This is an optimization exercise on Yosys and OpenROAD, whose aim is small area, a short achievable clock period and few clock cycles, not a production implementation. The RTL was checked by simulation tests, not by an equivalence proof against the original design. Power is estimated from default activity; no workload was simulated.

==> flow/design.v, too long to show whole: its modules and the start of the top module <==
// module apb_host_port: 59 lines
// module topcontrol: 95 lines
// module kernel_buffer: 19 lines
// module feature_window: 27 lines
// module conv_pe_core: 85 lines
// module mac_tree: 4023 lines
// module write2control: 16 lines
// module hwcnn_top: 55 lines
module hwcnn_top (
	input  logic                        clk,
	input  logic                        arst_n,
	input  logic                        apb_psel,
	input  logic                        apb_penable,
	input  logic                        apb_pwrite,
	input  logic [12-1:0]    apb_paddr,
	input  logic [32-1:0]    apb_pwdata,
	output logic                        apb_pready,
	output logic [32-1:0]    apb_prdata,
	output logic                        apb_pslverr,
	input  logic [32-1:0]    instruct,
	input  logic                        inst_empty,
	output logic                        inst_req,
	output logic                        busy
);
  // ...
==> flow/run.sh <==
#!/bin/bash
# synth_recipe.tcl (not shown) runs the flow's synth.tcl, then flattens the netlist and writes it again
# the make line also repeats each setting of config.mk as NAME=value (left out here)
make -C /OpenROAD-flow-scripts/flow DESIGN_CONFIG=/design/flow/config.mk WORK_HOME=/design/flow/orfs CLKGATE_MAP_FILE= SYNTH_SCRIPT=/design/flow/synth_recipe.tcl finish
==> flow/config.mk <==
export PLATFORM = sky130hd
export DESIGN_NAME = hwcnn_top
export DESIGN_NICKNAME = hwcnn_top
export VERILOG_FILES = /design/flow/design.v
export SDC_FILE = /design/flow/constraint.sdc
export NUM_CORES = 4
export LEC_CHECK = 0
export ABC_CLOCK_PERIOD_IN_PS = 2500
export CAP_MARGIN = 20
export CORE_MARGIN = 2
export CORE_UTILIZATION = 60
export CTS_CLUSTER_DIAMETER = 100
export CTS_CLUSTER_SIZE = 20
export SETUP_SLACK_MARGIN = 4.5
export SLEW_MARGIN = 20
==> flow/constraint.sdc <==
create_clock -name core_clock -period 7.0 [get_ports {clk}]
set_input_delay 1.4000 -clock core_clock [delete_from_list [all_inputs] [get_ports {clk}]]
set_output_delay 1.4000 -clock core_clock [all_outputs]
set_load 0.01 [all_outputs]
==> summary.txt, run 1 <==
- The tightest min-delay check is of the reg -> reg type.
- The share of total power dissipated in sequential elements is 34.7%.
- Yosys printed 20 warnings.
- Clock latency on the worst-skew pair: 0.82 ns
- The path with the worst hold slack has its endpoint at pec.shift_s[4][0]$_DFF_P_.
* Reg2reg path depth: 8
- Number of cells on the worst hold path: 0
- Share of Yosys cell area claimed by the top area cell type: 44.3%
- Placement-stage worst setup slack: 2.45 ns
- The detailed router put a total of 109,000 microns of wire on met1.
- End point of the critical path: apb_prdata[24]
- IR analysis of the VDD net gives a maximum drop of 0.325 mV.
- PortBufs: 93
* Power in combinational cells: 28,800 uW
* Most common flop cell mapped by yosys: sky130_fd_sc_hd__edfxtp_1
- The flow ran to the end and the layout has no timing, DRC or antenna violations.
- Clock tree skew after final layout: 0.0409 ns
- Largest net degree at the start of global routing: 101
- For this design, the slowest cell found on the critical path is sky130_fd_sc_hd__dfxtp_4.
- Detailed routing inserted a total of 53.8k vias.
* Worst slack on hold paths: 0.322 ns
- H-tree level count: 3
- Number of antenna violations at the first check in global routing: 11
- Net switching is 40.7% of the power.
* Proportion of synthesized flip-flops having asynchronous set or reset: 0.903%
- Share of the clock period used by the worst path after layout: 40.3%
- Multiplexer share of the synthesized area: 19.1%
- Inverters: 617
- Complex-gate fraction of the synthesized area: 1.46%
* Kind of end point of the critical path: primary output
* Main combinational cell family by area after synthesis: multiplexers
- CTS saw 2,103 sinks.
- TritonCTS created 117 clock buffers.
* Largest area contributor in the synthesized netlist: sky130_fd_sc_hd__edfxtp_1
Testbench counts, summed over its fixed seeds: cycles 23,633.
==> module apb_host_port, before the edit <==
module apb_host_port (
	input  logic                                 clk,
	input  logic                                 arst_n,
	input  logic [12+32+2:0] apb_req,   
	output logic [32+1:0]             apb_rsp,   
	output logic                                 feat_wr_en,
	output logic [6-1:0]            feat_wr_addr,
	output logic [8-1:0]             feat_wr_data,
	output logic                                 ker_wr_en,
	output logic [$clog2(4*9)-1:0]  ker_wr_addr,
	output logic [8-1:0]             ker_wr_data,
	output logic [5-1:0]             res_rd_addr,
	input  logic [16-1:0]              res_rd_data,
	input  logic                                 pend_valid,
	input  logic [5-1:0]             pend_addr
);
	localparam int KER_DEPTH = 4 * 9;
	hwcnn_bus_pkg::apb_req_t  req;
	logic                     setup;
	logic                     feat_hit;
	logic                     ker_hit;
	logic                     res_hit;
	logic                     bad;
	logic                     rd_wait;    
	logic                     pready_q;
	logic                     pslverr_q;
	logic [16-1:0]  prdata_q;
	logic [8-1:0] wr_data_q;
	logic [5:0]               wr_addr_q;
	assign req   = apb_req;
	assign setup = req.psel && !req.penable;
	assign feat_hit = (req.paddr[11:6] == 6'h00);
	assign ker_hit  = (req.paddr[11:6] == 6'h04) && (req.paddr[5:0] < 6'(KER_DEPTH));
	assign res_hit  = (req.paddr[11:5] == 7'h10);
	assign bad      = req.pwrite ? !(feat_hit || ker_hit) : !res_hit;
	assign res_rd_addr = req.paddr[5-1:0];
	assign rd_wait     = !req.pwrite && res_hit && pend_valid && (pend_addr == res_rd_addr);
	always_ff @(posedge clk or negedge arst_n) begin
		if (!arst_n) begin
			feat_wr_en <= 1'b0;
			ker_wr_en  <= 1'b0;
		end else begin
			feat_wr_en <= setup && req.pwrite && feat_hit;
			ker_wr_en  <= setup && req.pwrite && ker_hit;
		end
	end
	always_ff @(posedge clk) begin
		pready_q  <= (setup && !rd_wait) || (req.psel && req.penable && !pready_q);
		pslverr_q <= bad;
		prdata_q  <= res_rd_data;
		wr_addr_q <= req.paddr[5:0];
		wr_data_q <= req.pwdata[8-1:0];
	end
	assign feat_wr_addr = wr_addr_q;
	assign feat_wr_data = wr_data_q;
	assign ker_wr_addr  = wr_addr_q;
	assign ker_wr_data  = wr_data_q;
	assign apb_rsp = {pready_q, {{(32-16){prdata_q[16-1]}}, prdata_q}, pslverr_q};
endmodule
==> module conv_pe_core, before the edit <==
module conv_pe_core (
	input  logic                            clk,
	input  logic                            arst_n,
	input  logic [8:0][8-1:0]   window,   
	input  logic [8:0][8-1:0]   kernel,
	input  logic                            col_valid,   
	input  logic [20+$clog2(20):0] pe_ctrl,   
	input  logic [5-1:0]        res_addr,    
	output logic signed [16-1:0]  result,        
	output logic [5-1:0]        result_addr,
	output logic                            result_valid,
	output logic                            pe_busy,     
	output logic                            pend_valid,  
	output logic [5-1:0]        pend_addr    
);
	localparam int MAC_LAT = 3;        
	localparam int D       = MAC_LAT + 2;   
	localparam int SUM_W   = 20 + 1;
	localparam int RES_MAX = (1 << (16 - 1)) - 1;
	localparam int RES_MIN = -(1 << (16 - 1));
	hwcnn_pkg::pe_ctrl_t              ctrl0;
	logic signed [20-1:0]   bias_s1;
	logic [$clog2(20)-1:0]  shift_s [1:D];
	logic                             relu_s [1:D];
	logic [5-1:0]         addr_s [1:D];
	logic                             valid_s [1:D];
	logic [SUM_W-1:0]                 acc;
	logic signed [SUM_W-1:0]          acc_c;    
	logic signed [SUM_W-1:0]          shifted;
	logic signed [16-1:0]   res_d;
	logic                             busy_d;
	assign ctrl0 = hwcnn_pkg::pe_ctrl_t'(pe_ctrl);
	always_ff @(posedge clk) begin
		bias_s1    <= ctrl0.bias;
		shift_s[1] <= ctrl0.shift;
		relu_s[1]  <= ctrl0.relu;
		addr_s[1]  <= res_addr;
		for (int s = 2; s <= D; s++) begin
			shift_s[s] <= shift_s[s-1];
			relu_s[s]  <= relu_s[s-1];
			addr_s[s]  <= addr_s[s-1];
		end
	end
	always_ff @(posedge clk or negedge arst_n) begin
		if (!arst_n) begin
			for (int s = 1; s <= D; s++)
				valid_s[s] <= 1'b0;
		end else begin
			valid_s[1] <= col_valid;
			for (int s = 2; s <= D; s++)
				valid_s[s] <= valid_s[s-1];
		end
	end
	always_comb begin
		busy_d = col_valid;
		for (int s = 1; s < D - 3; s++)
			busy_d = busy_d || valid_s[s];
	end
	assign pend_valid = valid_s[D-1];
	assign pend_addr  = addr_s[D-1];
	assign pe_busy = busy_d;
	mac_tree tree (
		.clk  (clk),
		.w    (window),
		.k    (kernel),
		.bias (bias_s1),
		.acc  (acc)
	);
	always_comb begin
		shifted = acc_c >>> shift_s[D][2:0];
		if (relu_s[D] && shifted < 0)
			res_d = '0;
		else if (shifted > RES_MAX)
			res_d = 16'(RES_MAX);
		else if (shifted < RES_MIN)
			res_d = 16'(RES_MIN);
		else
			res_d = 16'(shifted);
	end
	always_ff @(posedge clk)
		acc_c <= $signed(acc) >>> {shift_s[D-1][4:3], 3'b000};
	assign result       = res_d;
	assign result_addr  = addr_s[D];
	assign result_valid = valid_s[D];
endmodule
==> module write2control, before the edit <==
module write2control (
	input  logic                            clk,
	input  logic signed [16-1:0]  result,
	input  logic [5-1:0]        result_addr,
	input  logic                            result_valid,
	input  logic [5-1:0]        res_rd_addr,
	output logic [16-1:0]         res_rd_data
);
	logic [(1<<5)-1:0][16-1:0] res_mem;
	always_ff @(posedge clk) begin
		for (int e = 0; e < (1 << 5); e++)
			if (result_valid && result_addr == 5'(e))
				res_mem[e] <= result;
	end
	assign res_rd_data = (result_valid && result_addr == res_rd_addr) ? result : res_mem[res_rd_addr];
endmodule
==> module hwcnn_top, before the edit <==
module hwcnn_top (
	input  logic                        clk,
	input  logic                        arst_n,
	input  logic                        apb_psel,
	input  logic                        apb_penable,
	input  logic                        apb_pwrite,
	input  logic [12-1:0]    apb_paddr,
	input  logic [32-1:0]    apb_pwdata,
	output logic                        apb_pready,
	output logic [32-1:0]    apb_prdata,
	output logic                        apb_pslverr,
	input  logic [32-1:0]    instruct,
	input  logic                        inst_empty,
	output logic                        inst_req,
	output logic                        busy
);
	hwcnn_bus_pkg::apb_req_t                 apb_req;
	hwcnn_bus_pkg::apb_rsp_t                 apb_rsp;
	assign apb_req.psel    = apb_psel;
	assign apb_req.penable = apb_penable;
	assign apb_req.pwrite  = apb_pwrite;
	assign apb_req.paddr   = apb_paddr;
	assign apb_req.pwdata  = apb_pwdata;
	assign apb_pready      = apb_rsp.pready;
	assign apb_prdata      = apb_rsp.prdata;
	assign apb_pslverr     = apb_rsp.pslverr;
	logic                                    feat_wr_en;
	logic [6-1:0]               feat_wr_addr;
	logic [8-1:0]                feat_wr_data;
	logic                                    ker_wr_en;
	logic [$clog2(4*9)-1:0]     ker_wr_addr;
	logic [8-1:0]                ker_wr_data;
	logic [5-1:0]                res_rd_addr;
	logic [16-1:0]                 res_rd_data;
	logic [2:0][1:0]                         rd_lo;
	logic [2:0][3:0][6-3:0]     rd_hi;
	logic                                    col_valid;
	logic [$clog2(4)-1:0]       ker_idx;
	hwcnn_pkg::pe_ctrl_t                     pe_ctrl;
	logic [5-1:0]                res_addr;
	logic                                    pe_busy;
	logic                                    pend_valid;
	logic [5-1:0]                pend_addr;
	hwcnn_pkg::window_t                      window;
	hwcnn_pkg::kernel_t                      kernel;
	logic signed [16-1:0]          result;
	logic [5-1:0]                result_addr;
	logic                                    result_valid;
	apb_host_port hport (.*);
	topcontrol tctrl (.*);
	kernel_buffer kbuf (.*);
	feature_window fwin (.*);
	conv_pe_core pec (.*);
	write2control w2c (.*);
endmodule
==> run 2, diff against run 1 <==
--- a/flow/design.v
+++ b/flow/design.v
@@ -55,61 +55,53 @@
 	output logic [32+1:0]             apb_rsp,   
 	output logic                                 feat_wr_en,
 	output logic [6-1:0]            feat_wr_addr,
 	output logic [8-1:0]             feat_wr_data,
 	output logic                                 ker_wr_en,
 	output logic [$clog2(4*9)-1:0]  ker_wr_addr,
 	output logic [8-1:0]             ker_wr_data,
 	output logic [5-1:0]             res_rd_addr,
-	input  logic [16-1:0]              res_rd_data,
-	input  logic                                 pend_valid,
-	input  logic [5-1:0]             pend_addr
+	input  logic [16-1:0]              res_rd_data
 );
 	localparam int KER_DEPTH = 4 * 9;
 	hwcnn_bus_pkg::apb_req_t  req;
 	logic                     setup;
 	logic                     feat_hit;
 	logic                     ker_hit;
 	logic                     res_hit;
 	logic                     bad;
-	logic                     rd_wait;    
 	logic                     pready_q;
 	logic                     pslverr_q;
 	logic [16-1:0]  prdata_q;
-	logic [8-1:0] wr_data_q;
-	logic [5:0]               wr_addr_q;
 	assign req   = apb_req;
 	assign setup = req.psel && !req.penable;
 	assign feat_hit = (req.paddr[11:6] == 6'h00);
 	assign ker_hit  = (req.paddr[11:6] == 6'h04) && (req.paddr[5:0] < 6'(KER_DEPTH));
 	assign res_hit  = (req.paddr[11:5] == 7'h10);
 	assign bad      = req.pwrite ? !(feat_hit || ker_hit) : !res_hit;
 	assign res_rd_addr = req.paddr[5-1:0];
-	assign rd_wait     = !req.pwrite && res_hit && pend_valid && (pend_addr == res_rd_addr);
 	always_ff @(posedge clk or negedge arst_n) begin
 		if (!arst_n) begin
 			feat_wr_en <= 1'b0;
 			ker_wr_en  <= 1'b0;
 		end else begin
 			feat_wr_en <= setup && req.pwrite && feat_hit;
 			ker_wr_en  <= setup && req.pwrite && ker_hit;
 		end
 	end
 	always_ff @(posedge clk) begin
-		pready_q  <= (setup && !rd_wait) || (req.psel && req.penable && !pready_q);
+		pready_q  <= setup;
 		pslverr_q <= bad;
 		prdata_q  <= res_rd_data;
-		wr_addr_q <= req.paddr[5:0];
-		wr_data_q <= req.pwdata[8-1:0];
 	end
-	assign feat_wr_addr = wr_addr_q;
-	assign feat_wr_data = wr_data_q;
-	assign ker_wr_addr  = wr_addr_q;
-	assign ker_wr_data  = wr_data_q;
+	assign feat_wr_addr = req.paddr[6-1:0];
+	assign feat_wr_data = req.pwdata[8-1:0];
+	assign ker_wr_addr  = req.paddr[$clog2(KER_DEPTH)-1:0];
+	assign ker_wr_data  = req.pwdata[8-1:0];
 	assign apb_rsp = {pready_q, {{(32-16){prdata_q[16-1]}}, prdata_q}, pslverr_q};
 endmodule
 `timescale 1ns/1ps
 module topcontrol (
 	input  logic                               clk,
 	input  logic                               arst_n,
 	input  logic [32-1:0]           instruct,
 	input  logic                               inst_empty,
@@ -258,19 +250,17 @@
 	input  logic [8:0][8-1:0]   window,   
 	input  logic [8:0][8-1:0]   kernel,
 	input  logic                            col_valid,   
 	input  logic [20+$clog2(20):0] pe_ctrl,   
 	input  logic [5-1:0]        res_addr,    
 	output logic signed [16-1:0]  result,        
 	output logic [5-1:0]        result_addr,
 	output logic                            result_valid,
-	output logic                            pe_busy,     
-	output logic                            pend_valid,  
-	output logic [5-1:0]        pend_addr    
+	output logic                            pe_busy      
 );
 	localparam int MAC_LAT = 3;        
 	localparam int D       = MAC_LAT + 2;   
 	localparam int SUM_W   = 20 + 1;
 	localparam int RES_MAX = (1 << (16 - 1)) - 1;
 	localparam int RES_MIN = -(1 << (16 - 1));
 	hwcnn_pkg::pe_ctrl_t              ctrl0;
 	logic signed [20-1:0]   bias_s1;
@@ -302,21 +292,19 @@
 		end else begin
 			valid_s[1] <= col_valid;
 			for (int s = 2; s <= D; s++)
 				valid_s[s] <= valid_s[s-1];
 		end
 	end
 	always_comb begin
 		busy_d = col_valid;
-		for (int s = 1; s < D - 3; s++)
+		for (int s = 1; s < D - 1; s++)
 			busy_d = busy_d || valid_s[s];
 	end
-	assign pend_valid = valid_s[D-1];
-	assign pend_addr  = addr_s[D-1];
 	assign pe_busy = busy_d;
 	mac_tree tree (
 		.clk  (clk),
 		.w    (window),
 		.k    (kernel),
 		.bias (bias_s1),
 		.acc  (acc)
 	);
@@ -2044,30 +2032,30 @@
 	logic s1948;
 	logic c1949;
 	logic s1950;
 	logic c1951;
 	logic s1952;
 	logic c1953;
 	logic s1954;
 	logic c1955;
-	logic s1993;
-	logic c1994;
-	logic s1995;
-	logic c1996;
-	logic s1997;
-	logic c1998;
-	logic s1999;
-	logic c2000;
-	logic s2001;
-	logic c2002;
-	logic s2003;
-	logic c2004;
-	logic s2005;
-	logic c2006;
+	logic s1956;
+	logic c1957;
+	logic s1958;
+	logic c1959;
+	logic s1960;
+	logic c1961;
+	logic s1962;
+	logic c1963;
+	logic s1964;
+	logic c1965;
+	logic s1966;
+	logic c1967;
+	logic s1968;
+	logic c1969;
 	logic r1390;
 	logic r1391;
 	logic r1392;
 	logic r1393;
 	logic r1394;
 	logic r1395;
 	logic r1396;
 	logic r1397;
@@ -2308,30 +2296,16 @@
 	logic r1910;
 	logic r1911;
 	logic r1912;
 	logic r1913;
 	logic r1914;
 	logic r1915;
 	logic r1916;
 	logic r1917;
-	logic r1956;
-	logic r1957;
-	logic r1958;
-	logic r1959;
-	logic r1960;
-	logic r1961;
-	logic r1962;
-	logic r1963;
-	logic r1964;
-	logic r1965;
-	logic r1966;
-	logic r1967;
-	logic r1968;
-	logic r1969;
 	logic r1970;
 	logic r1971;
 	logic r1972;
 	logic r1973;
 	logic r1974;
 	logic r1975;
 	logic r1976;
 	logic r1977;
@@ -2345,16 +2319,28 @@
 	logic r1985;
 	logic r1986;
 	logic r1987;
 	logic r1988;
 	logic r1989;
 	logic r1990;
 	logic r1991;
 	logic r1992;
+	logic r1993;
+	logic r1994;
+	logic r1995;
+	logic r1996;
+	logic r1997;
+	logic r1998;
+	logic r1999;
+	logic r2000;
+	logic r2001;
+	logic r2002;
+	logic r2003;
+	logic r2004;
 	assign p1 = w[0] & k[0];
 	assign p2 = w[0] & k[1];
 	assign p3 = w[0] & k[2];
 	assign p4 = w[0] & k[3];
 	assign p5 = w[0] & k[4];
 	assign p6 = w[0] & k[5];
 	assign p7 = w[0] & k[6];
 	assign p8 = ~(w[0] & k[7]);
@@ -4050,30 +4036,30 @@
 	assign s1948 = c1925 ^ s1926 ^ r1889;
 	assign c1949 = (c1925 & s1926) | (c1925 & r1889) | (s1926 & r1889);
 	assign s1950 = c1927 ^ s1928 ^ r1893;
 	assign c1951 = (c1927 & s1928) | (c1927 & r1893) | (s1928 & r1893);
 	assign s1952 = c1929 ^ s1930 ^ r1898;
 	assign c1953 = (c1929 & s1930) | (c1929 & r1898) | (s1930 & r1898);
 	assign s1954 = c1933 ^ s1934 ^ r1906;
 	assign c1955 = (c1933 & s1934) | (c1933 & r1906) | (s1934 & r1906);
-	assign s1993 = r1965 ^ r1966;
-	assign c1994 = r1965 & r1966;
-	assign s1995 = r1973 ^ r1974;
-	assign c1996 = r1973 & r1974;
-	assign s1997 = r1976 ^ r1977 ^ r1978;
-	assign c1998 = (r1976 & r1977) | (r1976 & r1978) | (r1977 & r1978);
-	assign s1999 = r1979 ^ r1980 ^ r1981;
-	assign c2000 = (r1979 & r1980) | (r1979 & r1981) | (r1980 & r1981);
-	assign s2001 = r1983 ^ r1984;
-	assign c2002 = r1983 & r1984;
-	assign s2003 = r1986 ^ r1987;
-	assign c2004 = r1986 & r1987;
-	assign s2005 = r1988 ^ r1989;
-	assign c2006 = r1988 & r1989;
+	assign s1956 = c1943 ^ s1920;
+	assign c1957 = c1943 & s1920;
+	assign s1958 = c1949 ^ s1950;
+	assign c1959 = c1949 & s1950;
+	assign s1960 = c1951 ^ s1952 ^ r1899;
+	assign c1961 = (c1951 & s1952) | (c1951 & r1899) | (s1952 & r1899);
+	assign s1962 = c1953 ^ c1931 ^ s1932;
+	assign c1963 = (c1953 & c1931) | (c1953 & s1932) | (c1931 & s1932);
+	assign s1964 = c1955 ^ c1935;
+	assign c1965 = c1955 & c1935;
+	assign s1966 = c1937 ^ s1938;
+	assign c1967 = c1937 & s1938;
+	assign s1968 = c1939 ^ r1913;
+	assign c1969 = c1939 & r1913;
 	always_ff @(posedge clk) begin
 		r1390 <= s962;
 		r1391 <= bias[0];
 		r1392 <= s1218;
 		r1393 <= s968;
 		r1394 <= bias[1];
 		r1395 <= c1219;
 		r1396 <= s1220;
@@ -4315,72 +4301,69 @@
 		r1910 <= c1859;
 		r1911 <= c1825;
 		r1912 <= s1826;
 		r1913 <= s1860;
 		r1914 <= c1861;
 		r1915 <= c1701;
 		r1916 <= r1582;
 		r1917 <= r1583;
-		r1956 <= r1862;
-		r1957 <= r1863;
-		r1958 <= r1864;
-		r1959 <= r1865;
-		r1960 <= r1866;
-		r1961 <= r1867;
-		r1962 <= r1868;
-		r1963 <= s1918;
-		r1964 <= s1942;
-		r1965 <= c1943;
-		r1966 <= s1920;
-		r1967 <= r1877;
-		r1968 <= s1944;
-		r1969 <= c1945;
-		r1970 <= s1946;
-		r1971 <= c1947;
-		r1972 <= s1948;
-		r1973 <= c1949;
-		r1974 <= s1950;
-		r1975 <= r1894;
-		r1976 <= c1951;
-		r1977 <= s1952;
-		r1978 <= r1899;
-		r1979 <= c1953;
-		r1980 <= c1931;
-		r1981 <= s1932;
-		r1982 <= s1954;
-		r1983 <= c1955;
-		r1984 <= c1935;
-		r1985 <= s1936;
-		r1986 <= c1937;
-		r1987 <= s1938;
-		r1988 <= c1939;
-		r1989 <= r1913;
-		r1990 <= s1940;
-		r1991 <= c1941;
-		r1992 <= r1917;
+		r1970 <= r1862;
+		r1971 <= r1863;
+		r1972 <= r1864;
+		r1973 <= r1865;
+		r1974 <= r1866;
+		r1975 <= r1867;
+		r1976 <= r1868;
+		r1977 <= s1918;
+		r1978 <= s1942;
+		r1979 <= s1956;
+		r1980 <= r1877;
+		r1981 <= c1957;
+		r1982 <= s1944;
+		r1983 <= c1945;
+		r1984 <= s1946;
+		r1985 <= c1947;
+		r1986 <= s1948;
+		r1987 <= s1958;
+		r1988 <= r1894;
+		r1989 <= c1959;
+		r1990 <= s1960;
+		r1991 <= c1961;
+		r1992 <= s1962;
+		r1993 <= c1963;
+		r1994 <= s1954;
+		r1995 <= s1964;
+		r1996 <= s1936;
+		r1997 <= c1965;
+		r1998 <= s1966;
+		r1999 <= c1967;
+		r2000 <= s1968;
+		r2001 <= c1969;
+		r2002 <= s1940;
+		r2003 <= c1941;
+		r2004 <= r1917;
 	end
-	assign acc = {1'b1, r1991, c2006, c2004, c2002, s2001, c2000, c1998, c1996, s1995, r1971, r1969, c1994, s1993, r1964, r1963, r1962, r1960, r1959, r1958, r1956} + {1'b0, r1992, r1990, s2005, s2003, r1985, r1982, s1999, s1997, r1975, r1972, r1970, r1968, r1967, 1'b0, 1'b0, 1'b0, r1961, 1'b0, 1'b0, r1957};
+	assign acc = {1'b1, r2003, r2001, r1999, r1997, r1995, r1993, r1991, r1989, r1987, r1985, r1983, r1981, r1979, r1978, r1977, r1976, r1974, r1973, r1972, r1970} + {1'b0, r2004, r2002, r2000, r1998, r1996, r1994, r1992, r1990, r1988, r1986, r1984, r1982, r1980, 1'b0, 1'b0, 1'b0, r1975, 1'b0, 1'b0, r1971};
 endmodule
 `timescale 1ns/1ps
 module write2control (
 	input  logic                            clk,
 	input  logic signed [16-1:0]  result,
 	input  logic [5-1:0]        result_addr,
 	input  logic                            result_valid,
 	input  logic [5-1:0]        res_rd_addr,
 	output logic [16-1:0]         res_rd_data
 );
-	logic [(1<<5)-1:0][16-1:0] res_mem;
+	logic [16-1:0]   res_mem [0:(1<<5)-1];
 	always_ff @(posedge clk) begin
-		for (int e = 0; e < (1 << 5); e++)
-			if (result_valid && result_addr == 5'(e))
-				res_mem[e] <= result;
+		if (result_valid)
+			res_mem[result_addr] <= result;
 	end
-	assign res_rd_data = (result_valid && result_addr == res_rd_addr) ? result : res_mem[res_rd_addr];
+	assign res_rd_data = res_mem[res_rd_addr];
 endmodule
 `timescale 1ns/1ps
 module hwcnn_top (
 	input  logic                        clk,
 	input  logic                        arst_n,
 	input  logic                        apb_psel,
 	input  logic                        apb_penable,
 	input  logic                        apb_pwrite,
@@ -4414,18 +4397,16 @@
 	logic [16-1:0]                 res_rd_data;
 	logic [2:0][1:0]                         rd_lo;
 	logic [2:0][3:0][6-3:0]     rd_hi;
 	logic                                    col_valid;
 	logic [$clog2(4)-1:0]       ker_idx;
 	hwcnn_pkg::pe_ctrl_t                     pe_ctrl;
 	logic [5-1:0]                res_addr;
 	logic                                    pe_busy;
-	logic                                    pend_valid;
-	logic [5-1:0]                pend_addr;
 	hwcnn_pkg::window_t                      window;
 	hwcnn_pkg::kernel_t                      kernel;
 	logic signed [16-1:0]          result;
 	logic [5-1:0]                result_addr;
 	logic                                    result_valid;
 	apb_host_port hport (.*);
 	topcontrol tctrl (.*);
 	kernel_buffer kbuf (.*);
==> flow/config.mk (replaced) <==
export PLATFORM = sky130hd
export DESIGN_NAME = hwcnn_top
export DESIGN_NICKNAME = hwcnn_top
export VERILOG_FILES = /design/flow/design.v
export SDC_FILE = /design/flow/constraint.sdc
export NUM_CORES = 4
export LEC_CHECK = 0
export ABC_CLOCK_PERIOD_IN_PS = 2900
export CAP_MARGIN = 20
export CORE_MARGIN = 2
export CORE_UTILIZATION = 60
export CTS_CLUSTER_DIAMETER = 100
export CTS_CLUSTER_SIZE = 20
export SETUP_SLACK_MARGIN = 4.1
export SLEW_MARGIN = 20
==> summary.txt, run 2 <==
- Setup repair after global routing missed its margin: yes (unchanged)
- Highest fanout seen on the critical path: 8 (unchanged)
- The slack of the worst reg-to-reg path was 4.13 ns (was 4.31 ns).
- The normalized max-slew margin was 21.1% (was 29.4%).
- Cts bufs inserted: 115 (was 117)
- CP delay by family, top: simple AND/OR/NAND/NOR gates (was flip-flops)
- The number of antenna violations at the first check in global routing was 16 (was 11).
- Post-synth design cell area: 0.0990 sq mm (was 0.0994 sq mm)
- The period utilization came to 42.6% (was 40.3%).
- Net count of the mapped netlist: 6,996 (was 6,651)
* Y dimension of the die: 410 microns (was 411 microns)
* Share of Yosys cell area claimed by the top area cell type: 44.5% (was 44.3%)
- The first-pass GRT wire length was 383,000 microns (was 385,000 microns).
* Max Root-Sink Buffers: 3 (unchanged)
- The commonest register cell after synthesis was sky130_fd_sc_hd__edfxtp_1 (unchanged).
- Layout Cell Area excl Fill: 0.107 sq mm (was 0.111 sq mm)
* Worst R2R End: pec.acc_c[6]$_DFF_P_ (was pec.tree.r1902$_DFF_P_)
* Number of global-route vias before repair: 55.4k (was 53.8k)
- Most used cells in the layout excluding fill and tap cells: 1,468 x sky130_fd_sc_hd__edfxtp_1, 646 x sky130_fd_sc_hd__mux4_2, 607 x sky130_fd_sc_hd__inv_1 (was 1,468 x sky130_fd_sc_hd__edfxtp_1, 755 x sky130_fd_sc_hd__mux4_2, 567 x sky130_fd_sc_hd__inv_1)
* Cells traversed along the worst timing path: buf_2 > and2_1 > nand2_1 > nor2_4 (was buf_8 > buf_6)
- The maximum level of the CTS H-tree was 3 (unchanged).
- The routability congestion estimate is 0.944 (was 0.977).
- Clock tree skew after final layout: 0.0315 ns (was 0.0409 ns)
* Number of remaining DRC errors: 0 (unchanged)
- Sequential fraction of the synthesis area: 57.2% (about the same)
- The TritonCTS clock tree is built (unchanged).
- Half-perimeter wire length of the detailed placement result: 189,000 microns (was 183,000 microns)
- The number of standard cells after synthesis is 6,282 (was 5,937).
- The final setup violation count was 0 (unchanged).
- The startpoint of the worst-slack reg-to-reg timing path is pec.tree.r1971$_DFF_P_ (was pec.tree.r1555$_DFF_P_).
- The post-synthesis to final-layout area growth was 8.49% (was 11.4%).
- Seq cells post-synth: 2,087 (was 2,103)
* Kind of end point of the critical path: register (was primary output)
* Initial standard-cell utilization of the core: 60.2% (was 60.3%)
* Cell Pwr Density: 475 mW/mm^2 (was 500 mW/mm^2)
- Reg2reg path depth: 8 (unchanged)
* Warning count from the yosys run: 20 (unchanged)
- The smallest setup slack after layout is 4.02 ns (was 4.18 ns).
- The total global routing track utilization was 32.2% (was 32.4%).
- Transition time at the pin with the least slew margin: 1.18 ns (was 1.05 ns)
- Largest area contributor in the synthesized netlist: sky130_fd_sc_hd__edfxtp_1 (unchanged)
- The launch point of the worst hold path was pec.tree.r1866$_DFF_P_ (was pec.shift_s[3][0]$_DFF_P_).
- Run status: timing/DRC/antenna clean (unchanged).
- Wire length per cell: 31.1 microns (was 32.1 microns)
- The post-route antenna net violation count is 0 (unchanged).
- The most frequent standard cell in the layout excluding fill and tap cells was sky130_fd_sc_hd__edfxtp_1 (unchanged).
* Root Buffer: sky130_fd_sc_hd__clkbuf_16 (unchanged)
- The quantity of hold-fixing buffers added after cts was 0 (unchanged).
* Largest cells by area after synthesis: sky130_fd_sc_hd__edfxtp_1 45%, sky130_fd_sc_hd__mux4_2 15%, sky130_fd_sc_hd__dfxtp_1 12% (was sky130_fd_sc_hd__edfxtp_1 44%, sky130_fd_sc_hd__mux4_2 17%, sky130_fd_sc_hd__dfxtp_1 12%)
- Peak per-stage delay on the critical path: 0.60 ns (was 0.37 ns)
- The area of the placeable core came to 0.164 sq mm (was 0.165 sq mm).
- Worst path slowest cell: sky130_fd_sc_hd__and2_1 (was sky130_fd_sc_hd__dfxtp_4)
- The insertion delay to the later sink of the worst-skew pair was 0.80 ns (was 0.82 ns).
* Critical Path Start Type: input port (was register)
* Post-layout net count: 7,043 (was 6,856)
- The terminating pin of the worst hold path is pec.tree.r1974$_DFF_P_ (was pec.shift_s[4][0]$_DFF_P_).
- The via count was 54.8k (was 53.8k).
* Critical path required time: 7.43 ns (was 5.60 ns)
- Synthesized area per cell: 15.8 sq um (was 16.7 sq um)
* Distinct cell type count of the synthesized netlist: 67 (was 70)
* Fraction of final layout cells with drive strength greater than 1: 20.6% (was 28.8%)
- Final setup TNS: 0 ns (unchanged)
- Clock slew at the register clock pins of the worst setup and hold paths: 0.08 ns (was 0.09 ns)
- Arrival @ worst endpoint: 3.41 ns (was 1.42 ns)
- The fraction of registers with async set/reset came to 0.910% (was 0.903%).
* Class of the worst hold path: reg -> reg (unchanged)
* Worst Path Buf+Inv: 1 (was 2)
- Die Span X: 410 microns (was 411 microns)
- Ports: 118 (unchanged)
- Initial DRC count: 5,976 (was 6,164)
- Upper clock frequency limit: 335 MHz (was 355 MHz)
* Detailed-router iteration count before antenna repair: 6 (was 5)
- The number of synthesized flops with an enable pin was 1,468 (unchanged).
* Worst setup path class: in -> reg (was reg -> out)
- The area enclosed by the die boundary came to 0.168 sq mm (was 0.169 sq mm).
* PortBufs: 93 (unchanged)
- The time the final worst path needs with I/O delays and setup is 2.98 ns (was 2.82 ns).
* Final hold viol count: 0 (unchanged)
- The remaining global-route overflow was 0 (unchanged).
- The placement-stage cell area came to 0.103 sq mm (about the same).
- The final-report max-slew violation count came to 0 (unchanged).
- The row count is 149 (unchanged).
* Number of cells on the worst hold path: 0 (unchanged)
* Final Util: 65.3% (was 67.2%)
* Routed via count divided by cell count: 6.36 (was 6.38)
- The worst slack on hold paths is 0.320 ns (was 0.322 ns).
- The largest net degree at the start of global routing was 128 (was 101).
- Static Leak: 0.0383 uW (was 0.0395 uW)
- Commonest cells post-synth: 1,468 x sky130_fd_sc_hd__edfxtp_1, 642 x sky130_fd_sc_hd__mux4_2, 610 x sky130_fd_sc_hd__inv_1, 600 x sky130_fd_sc_hd__dfxtp_1, 563 x sky130_fd_sc_hd__fa_1 (was 1,468 x sky130_fd_sc_hd__edfxtp_1, 753 x sky130_fd_sc_hd__mux4_2, 616 x sky130_fd_sc_hd__dfxtp_1, 611 x sky130_fd_sc_hd__inv_1, 563 x sky130_fd_sc_hd__fa_1).
* Number of sinks on the clock net: 2,087 (was 2,103)
- The number of maximum-capacitance constraint violations is 0 (unchanged).
* IR drop worst, VDD: 0.357 mV (was 0.325 mV)
* Most used standard cell by instance count after synthesis: sky130_fd_sc_hd__edfxtp_1 (unchanged)
* Placement-stage worst setup slack: 2.24 ns (was 2.45 ns)
- Total Routed Length: 268,000 microns (was 271,000 microns)
[run 2: cell count changes after synthesis, sizes merged, moves of 41 or more]
cell / delta
a211oi: +49
a21oi: +66
a22oi: +41
clkbuf: +55
mux2: +64
mux2i: +117
mux4: -151
nand2: +43
o221ai: +52
[run 2: cells by family after synthesis]
logic type      count (synthesis)  share of synthesized area, %
buf+inv                       918                          3.71
flops                        2087                          57.2
mux                           907                          17.5
compound gates                471                          3.03
fa+ha+maj                     632                          12.3
xor+xnor                       87                         0.770
simple gates                 1180                          5.57
[run 2: per-stage QoR]
step	std cells	power (uW)
floorplan	6282	34000
global placement	8356	43300
detailed placement	8356	43700
CTS	8590	50900
global route	8609	54300
finish	8610	51000
[run 2: repair_timing]
action / in CTS / in global routing
gates cloned: 7 / 3
setup endpoints to repair: 1486 / 628
resized for setup: 218 / 44
setup buffers: 24 / 11
pin swaps: 16 / 4
[run 2: report_power, final]
group          switching (uW)  internal, uW
clock network            3950          3140
logic                   14400         10300
registers                2810         16400
[run 2: routing by layer]
layer / global-route usage [%] / part of all wire [%] / vias to the layer above / wire length (microns)
met5: 0 / 0.0045 / - / 12
met4: 11.0 / 3.6 / 2 / 9580
met3: 6.39 / 8.8 / 489 / 23500
met2: 51.8 / 48 / 2437 / 129000
met1: 44.6 / 40 / 29000 / 106000
li1: - / - / 22900 / -
[run 2: final cells by class]
cell class                 instances  area [sq um]
inverter                         616          2340
multi-input combinational       3285         40100
clock buffer                     194          3210
antenna                            6          15.0
fill                           11800         57100
timing repair buffer             224          2170
sequential                      2087         56600
clock inverter                     9           108
tap                             2189          2740
[run 2: worst register-to-register path, delay by kind of cell, from the launching register on]
kind / cells / cell delay, ns
AO/OA/AOI/OAI: 5 / 1.35
adder cells (fa/ha/maj): 2 / 0.53
XOR/XNOR: 1 / 0.44
flip-flops: 1 / 0.43
[run 2: worst max path at each step]
| stage | cells past startpoint | start | endpoint |
|---|---|---|---|
| 4_1_cts | 6 | pec.shift_s[5][0]$_DFF_P_ | w2c.res_mem[8][1]$_DFFE_PP_ |
| 2_1_floorplan | 7 | pec.shift_s[5][0]$_DFF_P_ | w2c.res_mem[0][13]$_DFFE_PP_ |
| 6_report | 4 | apb_paddr[2] | fwin.g_bank[2].fm[3][4]$_DFFE_PP_ |
| 3_3_place_gp | 4 | apb_paddr[5] | fwin.g_bank[2].fm[4][4]$_DFFE_PP_ |
| 3_5_place_dp | 4 | apb_paddr[5] | fwin.g_bank[2].fm[4][4]$_DFFE_PP_ |
| 5_1_grt | 4 | apb_paddr[2] | fwin.g_bank[2].fm[3][4]$_DFFE_PP_ |
Testbench counts of run 2, summed over its fixed seeds: cycles 24,014.
==> run 3, diff against run 2 <==
==> flow/config.mk (replaced) <==
export PLATFORM = sky130hd
export DESIGN_NAME = hwcnn_top
export DESIGN_NICKNAME = hwcnn_top
export VERILOG_FILES = /design/flow/design.v
export SDC_FILE = /design/flow/constraint.sdc
export NUM_CORES = 4
export LEC_CHECK = 0
export ABC_CLOCK_PERIOD_IN_PS = 2600
export CAP_MARGIN = 20
export CORE_MARGIN = 2
export CORE_UTILIZATION = 60
export CTS_CLUSTER_DIAMETER = 100
export CTS_CLUSTER_SIZE = 20
export SETUP_SLACK_MARGIN = 4.4
export SLEW_MARGIN = 20
==> summary.txt, run 3 <==
- Warning count from the yosys run: 20 (unchanged)
* Upper clock frequency limit: 352 MHz (was 335 MHz)
- Critical path required time: 5.60 ns (was 7.43 ns)
- H-tree level count: 3 (unchanged)
- Register-to-register setup slack: 4.24 ns (was 4.13 ns)
- The detail-routed via count per cell came to 6.31 (was 6.36).
- Post-layout net count: 7,089 (was 7,043)
- The destination of the critical timing path is apb_prdata[25] (was fwin.g_bank[2].fm[3][4]$_DFFE_PP_).
- Number of cells on the worst hold path: 0 (unchanged)
- The post-placement cell count was 8,343 (was 8,356).
* Static Leak: 0.0389 uW (was 0.0383 uW)
- Share of Yosys cell area claimed by the top area cell type: 44.5% (unchanged)
* Wire length of the first global-routing pass: 389,000 microns (was 383,000 microns)
- Run status: timing/DRC/antenna clean (unchanged).
- The largest net degree at the start of global routing came to 101 (was 128).
- The summed area of non-filler cells in the final layout was 0.109 sq mm (was 0.107 sq mm).
- Net count of the mapped netlist: 6,996 (unchanged)
- The placed wire-length estimate after detailed placement came to 189,000 microns (about the same).
- Wire length per cell: 31.3 microns (was 31.1 microns)
- The critical setup path kind was reg -> out (was in -> reg).
- RePlAce Congestion: 0.959 (was 0.944)
- Worst flop-to-flop path startpoint: pec.tree.r1486$_DFF_P_ (was pec.tree.r1971$_DFF_P_)
- IR drop worst, VDD: 0.546 mV (was 0.357 mV)
* Share of the clock period used by the worst path after layout: 40.6% (was 42.6%)
- The internal power was 30,700 uW (was 29,800 uW).
- The critical path launch point was hport.prdata_q[15]$_DFF_P_ (was apb_paddr[2]).
- Count of flip-flops with a built-in enable after synthesis: 1,468 (unchanged)
- Most used standard cell by instance count after synthesis: sky130_fd_sc_hd__edfxtp_1 (unchanged)
* Remaining antenna violation count: 0 (unchanged)
- The total global routing track utilization is 32.8% (was 32.2%).
- The largest fanout on the critical path was 8 (unchanged).
- Initial DRC count: 5,821 (was 5,976)
* Minimum period implied by the final worst setup slack: 2.84 ns (was 2.98 ns)
- Die Span X: 410 microns (unchanged)
* Final hold viol count: 0 (unchanged)
- The number of storage elements in the synthesis netlist came to 2,087 (unchanged).
- The capturing element type of the critical path is a primary output (was register).
- Setup repair after global routing missed its margin: yes (unchanged).
- The normalized max-slew margin is 21.5% (was 21.1%).
- The accumulated negative setup slack is 0 ns (unchanged).
* Clock latency on the worst-skew pair: 0.82 ns (was 0.80 ns)
- Most used cells in the layout excluding fill and tap cells: 1,468 x sky130_fd_sc_hd__edfxtp_1, 646 x sky130_fd_sc_hd__mux4_2, 590 x sky130_fd_sc_hd__inv_1 (was 1,468 x sky130_fd_sc_hd__edfxtp_1, 646 x sky130_fd_sc_hd__mux4_2, 607 x sky130_fd_sc_hd__inv_1).
- The number of search-and-repair iterations in the first detailed-routing pass was 8 (was 6).
* Area of the core: 0.164 sq mm (unchanged)
- Clock tree from TritonCTS: built (unchanged)
- Cts bufs inserted: 115 (unchanged)
* Largest area contributor in the synthesized netlist: sky130_fd_sc_hd__edfxtp_1 (unchanged)
- The number of standard cells after synthesis came to 6,282 (unchanged).
- Combinational share of power: 50.0% (was 48.5%)
- The count of input and output buffers is 93 (unchanged).
- Post-Layout Cell Count: 8,691 (was 8,610)
- The via count of the first global-routing pass came to 55.9k (was 55.4k).
- # Max-Cap Violations: 0 (unchanged)
- The post-synthesis to final-layout area growth came to 10.6% (was 8.49%).
- The worst flop-to-flop path endpoint was pec.tree.r1884$_DFF_P_ (was pec.acc_c[6]$_DFF_P_).
* Critical Path Start Type: register (was input port)
- The fraction of registers with async set/reset is 0.910% (unchanged).
- Clock tree skew after final layout: 0.0445 ns (was 0.0315 ns)
* Post-synth design cell area: 0.0990 sq mm (unchanged)
- The share of layout cells above drive strength 1 was 24.2% (was 20.6%).
- The final setup violation count was 0 (unchanged).
- Sequential fraction of the synthesis area: 57.2% (unchanged)
- The number of design rule violations left after detail routing is 0 (unchanged).
- The remaining global-route overflow came to 0 (unchanged).
* Cell Pwr Density: 481 mW/mm^2 (was 475 mW/mm^2)
- Std-Cell Rows: 149 (unchanged)
- Die Footprint: 0.168 sq mm (unchanged)
- The switching component of the power came to 21,900 uW (was 21,200 uW).
* Initial standard-cell utilization of the core: 60.2% (unchanged)
* Sequential share of power: 36.4% (was 37.6%)
- Ports: 118 (unchanged)
* Largest cells by area after synthesis: sky130_fd_sc_hd__edfxtp_1 45%, sky130_fd_sc_hd__mux4_2 15%, sky130_fd_sc_hd__dfxtp_1 12% (unchanged)
* Commonest cells post-synth: 1,468 x sky130_fd_sc_hd__edfxtp_1, 642 x sky130_fd_sc_hd__mux4_2, 610 x sky130_fd_sc_hd__inv_1, 600 x sky130_fd_sc_hd__dfxtp_1, 563 x sky130_fd_sc_hd__fa_1 (unchanged)
- The number of buffers between clock root and the deepest sink came to 3 (unchanged).
- Reg2reg path depth: 6 (was 8)
- Most common flop cell mapped by yosys: sky130_fd_sc_hd__edfxtp_1 (unchanged)
* Root Buffer: sky130_fd_sc_hd__clkbuf_16 (unchanged)
- The placement-stage cell area came to 0.104 sq mm (was 0.103 sq mm).
- Number of antenna violations at the first check in global routing: 25 (was 16)
* Clock slew at the register clock pins of the worst setup and hold paths: 0.08 ns (about the same)
- The unique cell type count in the Yosys netlist was 67 (unchanged).
- Hold buffers post-CTS: 0 (unchanged)
- Final Util: 66.5% (was 65.3%)
- Arrival @ worst endpoint: 1.44 ns (was 3.41 ns)
- The actual slew at the worst max-slew pin is 1.18 ns (about the same).
* Commonest non-fill, non-tap cell in the layout: sky130_fd_sc_hd__edfxtp_1 (unchanged)
- The clock network fraction of total power was 13.6% (was 13.9%).
- The routed wire length was 272,000 microns (was 268,000 microns).
- Switching fraction of total power: 41.7% (was 41.6%)
- The total number of clock tree sinks came to 2,087 (unchanged).
- Y dimension of the die: 410 microns (unchanged)
- The worst min-delay path category was reg -> reg (unchanged).
* Final Max Slew Viols: 0 (unchanged)
- The synthesized area divided by synthesized cell count was 15.8 sq um (unchanged).
- Overall via count from detail_route: 54.8k (about the same)
[run 3: cell counts after synthesis]
No cell type changed its count.
[run 3: area by class of cell]
type	instances	area, sq um
flip-flops and latches	2087	56800
clock buffers	198	3210
multi-input cells	3293	41000
repair buffers	262	3100
diodes	35	87.6
inverters	616	2330
fillers	11400	55000
well taps	2189	2740
clock inverters	11	188
[run 3: worst min-delay path by stage]
stage,start,endpoint,slack [ns]
3_3_place_gp,pec.tree.r1894$_DFF_P_,pec.tree.r1988$_DFF_P_,0.31
4_1_cts,pec.addr_s[2][0]$_DFF_P_,pec.addr_s[3][0]$_DFF_P_,0.33
3_5_place_dp,pec.addr_s[2][1]$_DFF_P_,pec.addr_s[3][1]$_DFF_P_,0.31
6_report,pec.addr_s[2][0]$_DFF_P_,pec.addr_s[3][0]$_DFF_P_,0.32
2_1_floorplan,pec.addr_s[1][0]$_DFF_P_,pec.addr_s[2][0]$_DFF_P_,0.31
5_1_grt,pec.shift_s[1][2]$_DFF_P_,pec.shift_s[2][2]$_DFF_P_,0.34
[run 3: layer usage]
metal	wire length (microns)	part of all wire (%)	track usage, %	up-vias
li1	-	-	-	23100
met1	106000	39	44.5	28800
met2	131000	48	52.8	2396
met3	21600	7.9	5.74	550
met4	13500	5.0	14.2	6
met5	46	0.017	0	-
[run 3: kinds of logic (layout without fill, tap and decap cells)]
| logic type | after synthesis | count (layout) | synth area share, % |
|---|---|---|---|
| buf+inv | 918 | 1087 | 3.71 |
| xor+xnor | 87 | 87 | 0.770 |
| simple gates | 1180 | 1181 | 5.57 |
| mux | 907 | 907 | 17.5 |
| compound gates | 471 | 486 | 3.03 |
| other cells | 0 | 35 | 0 |
| fa+ha+maj | 632 | 632 | 12.3 |
| flops | 2087 | 2087 | 57.2 |
[run 3: power groups by stage]
stage / Sequential, uW / Combinational, uW / Clock (uW)
floorplan: 17500 / 16700 / 0
global placement: 19300 / 24400 / 0
detailed placement: 19300 / 24800 / 0
CTS: 19100 / 25600 / 7260
global route: 19300 / 28900 / 7650
finish: 19200 / 26400 / 7150
[run 3: repair_timing]
item	4_1_cts	5_1_grt
setup endpoints to repair	1678	682
endpoints found under the hold margin	0	0
resized for setup	402	169
pin swaps	22	38
setup buffers	34	43
cloned	25	2
[run 3: critical path: stages, from the launching register on]
cell                      delay [ns]
sky130_fd_sc_hd__dfxtp_4        0.38
sky130_fd_sc_hd__buf_8          0.15
sky130_fd_sc_hd__buf_6          0.11
[run 3: per-stage QoR]
stage	setup WS [ns]	hold WS, ns	power (uW)
6_report	4.16	0.324	52700
3_3_place_gp	2.56	0.312	43700
2_1_floorplan	3.76	0.310	34100
5_1_grt	4.11	0.335	55900
3_5_place_dp	2.49	0.312	44200
4_1_cts	4.12	0.327	52000

-- port drivers added, routing unchanged --
Ports are ideal in the flow. The routed layouts listed here were re-timed in OpenROAD.
Step 1, drivers: a clkbuf_16 drives clk and a buf_2 each remaining input, both assumed.
Step 2 adds t to the input delays and takes it off the output delays; t is the mean of the earliest and latest rising clock arrival at the registers after step 1. Input paths then give back, and output paths get back, about the clock's delay inside the block.
Three values: ideal ports, drivers, drivers and shift; two values: the first two.
| run | t (ns) | slack for setup (ns) | worst data-port slew with drivers (ns) |
|---|---|---|---|
| run 1 | 0.891 | 4.179 / 4.090 / 3.403 | 0.31 |
| run 2 | 0.873 | 4.016 / 3.995 / 3.122 | 0.23 |
| run 3 | 0.881 | 4.159 / 4.073 / 3.425 | 0.21 |
After both steps setup and hold are still met in every run listed. The setup slack of run 2, which loses most, moves by -0.021 ns with the drivers and by -0.894 ns with both steps.
